Source: an optimization exercise on an open RTL-to-GDS flow (aim: small area, a short achievable clock period and few clock cycles per item). Production flows keep margins and buffers that such runs may drop. In this exercise RTL edits were held to simulation tests only and were not proved equivalent to the original. Power and IR drop assume default switching activity.

==> module data_mem_sized, before the edit <==
module data_mem_sized
#(
   parameter int WIDTH   = 64,
   parameter int DEPTH   = 32,
   parameter int LATENCY = 0
) (
   input  logic             im_clk,
   input  logic             im_rst_n,
   input  logic             req_valid,
   output logic             req_ready,
   input  logic             req_write,
   input  logic [1:0]       req_size,
   input  logic             req_signed,
   input  logic [WIDTH-1:0] req_addr,
   input  logic [WIDTH-1:0] req_wdata,
   output logic             resp_valid,
   output logic [WIDTH-1:0] resp_rdata,
   output logic             resp_fault
);
   localparam int AW = $clog2(DEPTH);
   logic             v1_q;
   logic             flt1_q;
   logic             ld1_q;
   logic [1:0]       sz1_q;
   logic             sg1_q;
   logic [2:0]       off1_q;
   logic [DEPTH-1:0] sel1_n_q;     
   logic [7:0]       lane1_n_q;    
   logic [WIDTH-1:0] wd1_q;
   logic             v2_q;
   logic             flt2_q;
   logic             ld2_q;
   logic [1:0]       sz2_q;
   logic             sg2_q;
   logic [2:0]       off2_q;
   logic [WIDTH-1:0] raw2_q;
   logic             v3_q;
   logic             flt3_q;
   logic [WIDTH-1:0] rd3_q;
   logic [WIDTH-1:0] mem_q [DEPTH];
   logic             mis0;
   logic             flt0;
   logic [DEPTH-1:0] dec0;
   logic [7:0]       lane_en0;
   logic [WIDTH-1:0] lane_data0;
   logic [WIDTH-1:0] raw1;
   logic [WIDTH-1:0] load_data2;
   assign req_ready  = 1'b1;
   assign resp_valid = v3_q;
   assign resp_rdata = rd3_q;
   assign resp_fault = flt3_q;
   dmem_store_lanes u_store (
      .size       (req_size),
      .offset     (req_addr[2:0]),
      .wdata      (req_wdata),
      .misaligned (mis0),
      .lane_en    (lane_en0),
      .lane_data  (lane_data0)
   );
   assign flt0 = (|req_addr[WIDTH-1:AW+3]) | mis0;
   always_comb begin
      for (int w = 0; w < DEPTH; w++) begin
         dec0[w] = (req_addr[AW+2:3] == AW'(w));
      end
   end
   always_ff @(posedge im_clk or negedge im_rst_n) begin
      if (!im_rst_n) begin
         v1_q      <= 1'b0;
         lane1_n_q <= '1;
      end else begin
         v1_q      <= req_valid;
         lane1_n_q <= (req_valid && req_write && !flt0) ? ~lane_en0 : 8'hFF;
      end
   end
   always_ff @(posedge im_clk) begin
      flt1_q  <= flt0;
      ld1_q   <= !req_write && !flt0;
      sz1_q   <= req_size;
      sg1_q   <= req_signed;
      off1_q  <= req_addr[2:0];
      sel1_n_q <= ~dec0;
      wd1_q   <= lane_data0;
   end
   always_ff @(posedge im_clk) begin
      for (int w = 0; w < DEPTH; w++) begin
         for (int k = 0; k < 8; k++) begin
            if (!sel1_n_q[w] && !lane1_n_q[k]) begin
               mem_q[w][8*k +: 8] <= wd1_q[8*k +: 8];
            end
         end
      end
   end
   always_comb begin
      raw1 = '1;
      for (int w = 0; w < DEPTH; w++) begin
         raw1 = raw1 & ({WIDTH{sel1_n_q[w]}} | mem_q[w]);
      end
   end
   always_ff @(posedge im_clk or negedge im_rst_n) begin
      if (!im_rst_n) begin
         v2_q <= 1'b0;
      end else begin
         v2_q <= v1_q;
      end
   end
   always_ff @(posedge im_clk) begin
      flt2_q <= flt1_q;
      ld2_q  <= ld1_q;
      sz2_q  <= sz1_q;
      sg2_q  <= sg1_q;
      off2_q <= off1_q;
      raw2_q <= raw1;
   end
   dmem_load_align u_load (
      .size      (sz2_q),
      .sign_ext  (sg2_q),
      .offset    (off2_q),
      .mem_word  (raw2_q),
      .load_data (load_data2)
   );
   always_ff @(posedge im_clk or negedge im_rst_n) begin
      if (!im_rst_n) begin
         v3_q <= 1'b0;
      end else begin
         v3_q <= v2_q;
      end
   end
   always_ff @(posedge im_clk) begin
      flt3_q <= flt2_q;
      rd3_q  <= ld2_q ? load_data2 : '0;
   end
endmodule
clock: 5.5 ns
lec_check: 0
cap_margin: 20
core_margin: 2
core_utilization: 40
cts_cluster_diameter: 60
cts_cluster_size: 30
setup_slack_margin: 3.2
slew_margin: 20
run.sh (not shown) runs the stock make flow with config.mk's settings and CLKGATE_MAP_FILE= SYNTH_SCRIPT=/design/flow/synth_recipe.tcl, a recipe that flattens the netlist after the stock synthesis.
Testbench counts at the start, summed over its fixed seeds: cycles 16,024, items 16,000.
Next try:
--- a/flow/design.v
+++ b/flow/design.v
@@ -95,14 +95,14 @@
    logic             v1_q;
    logic             flt1_q;
    logic             ld1_q;
    logic [1:0]       sz1_q;
    logic             sg1_q;
    logic [2:0]       off1_q;
-   logic [DEPTH-1:0] sel1_n_q;     
-   logic [7:0]       lane1_n_q;    
+   logic [DEPTH-1:0] sel1_q;
+   logic [7:0]       lane1_q;
    logic [WIDTH-1:0] wd1_q;
    logic             v2_q;
    logic             flt2_q;
    logic             ld2_q;
    logic [1:0]       sz2_q;
    logic             sg2_q;
@@ -136,41 +136,41 @@
       for (int w = 0; w < DEPTH; w++) begin
          dec0[w] = (req_addr[AW+2:3] == AW'(w));
       end
    end
    always_ff @(posedge im_clk or negedge im_rst_n) begin
       if (!im_rst_n) begin
-         v1_q      <= 1'b0;
-         lane1_n_q <= '1;
+         v1_q    <= 1'b0;
+         lane1_q <= '0;
       end else begin
-         v1_q      <= req_valid;
-         lane1_n_q <= (req_valid && req_write && !flt0) ? ~lane_en0 : 8'hFF;
+         v1_q    <= req_valid;
+         lane1_q <= (req_valid && req_write && !flt0) ? lane_en0 : 8'd0;
       end
    end
    always_ff @(posedge im_clk) begin
       flt1_q  <= flt0;
       ld1_q   <= !req_write && !flt0;
       sz1_q   <= req_size;
       sg1_q   <= req_signed;
       off1_q  <= req_addr[2:0];
-      sel1_n_q <= ~dec0;
+      sel1_q  <= dec0;
       wd1_q   <= lane_data0;
    end
    always_ff @(posedge im_clk) begin
       for (int w = 0; w < DEPTH; w++) begin
          for (int k = 0; k < 8; k++) begin
-            if (!sel1_n_q[w] && !lane1_n_q[k]) begin
+            if (sel1_q[w] && lane1_q[k]) begin
                mem_q[w][8*k +: 8] <= wd1_q[8*k +: 8];
             end
          end
       end
    end
    always_comb begin
-      raw1 = '1;
+      raw1 = '0;
       for (int w = 0; w < DEPTH; w++) begin
-         raw1 = raw1 & ({WIDTH{sel1_n_q[w]}} | mem_q[w]);
+         raw1 = raw1 | ({WIDTH{sel1_q[w]}} & mem_q[w]);
       end
    end
    always_ff @(posedge im_clk or negedge im_rst_n) begin
       if (!im_rst_n) begin
          v2_q <= 1'b0;
       end else begin
What happened: Total power hardly moves. Wire length drops by 1.7%. Via count drops by 3.6%. Synthesized area climbs by 1.4%. Count of clock-buffer cells in the layout drops by 7. Synthesized cell count drops by 7.1%. Die area climbs by 1.4%. Cell area climbs by 0.70%.
Testbench counts after the change, summed over its fixed seeds: cycles 16,024, items 16,000.

-- static timing again, ports no longer ideal --
The results above use ideal ports. As a check the final layouts listed here were re-extracted and re-timed, cells and wires unchanged.
Step 1 (the two cells are an assumption about what drives the block):
set clk [get_ports {im_clk}]
set_driving_cell -lib_cell sky130_fd_sc_hd__clkbuf_16 $clk
set_driving_cell -lib_cell sky130_fd_sc_hd__buf_2 [delete_from_list [all_inputs] $clk]
Step 2 adds t to the input delays and takes it off the output delays; t is the mean of the earliest and latest rising clock arrival at the registers after step 1. Input paths then give back, and output paths get back, about the clock's delay inside the block.
Three values: no drivers, after step 1, after step 2; two values: the first two.
run	shift t [ns]	slack for setup (ns)	worst setup path after step 2	latest minus earliest clock arrival (ns)	worst data-port slew with drivers (ns)
the first run	0.893	3.083 / 3.000 / 2.464	input to register	0.043 / 0.044	0.15
the second run	0.905	3.078 / 2.989 / 2.417	input to register	0.049 / 0.049	0.07
After both steps every run listed still meets setup and hold. For the second run, which loses most, drivers alone change the setup slack by -0.089 ns; drivers and shift together by -0.661 ns.
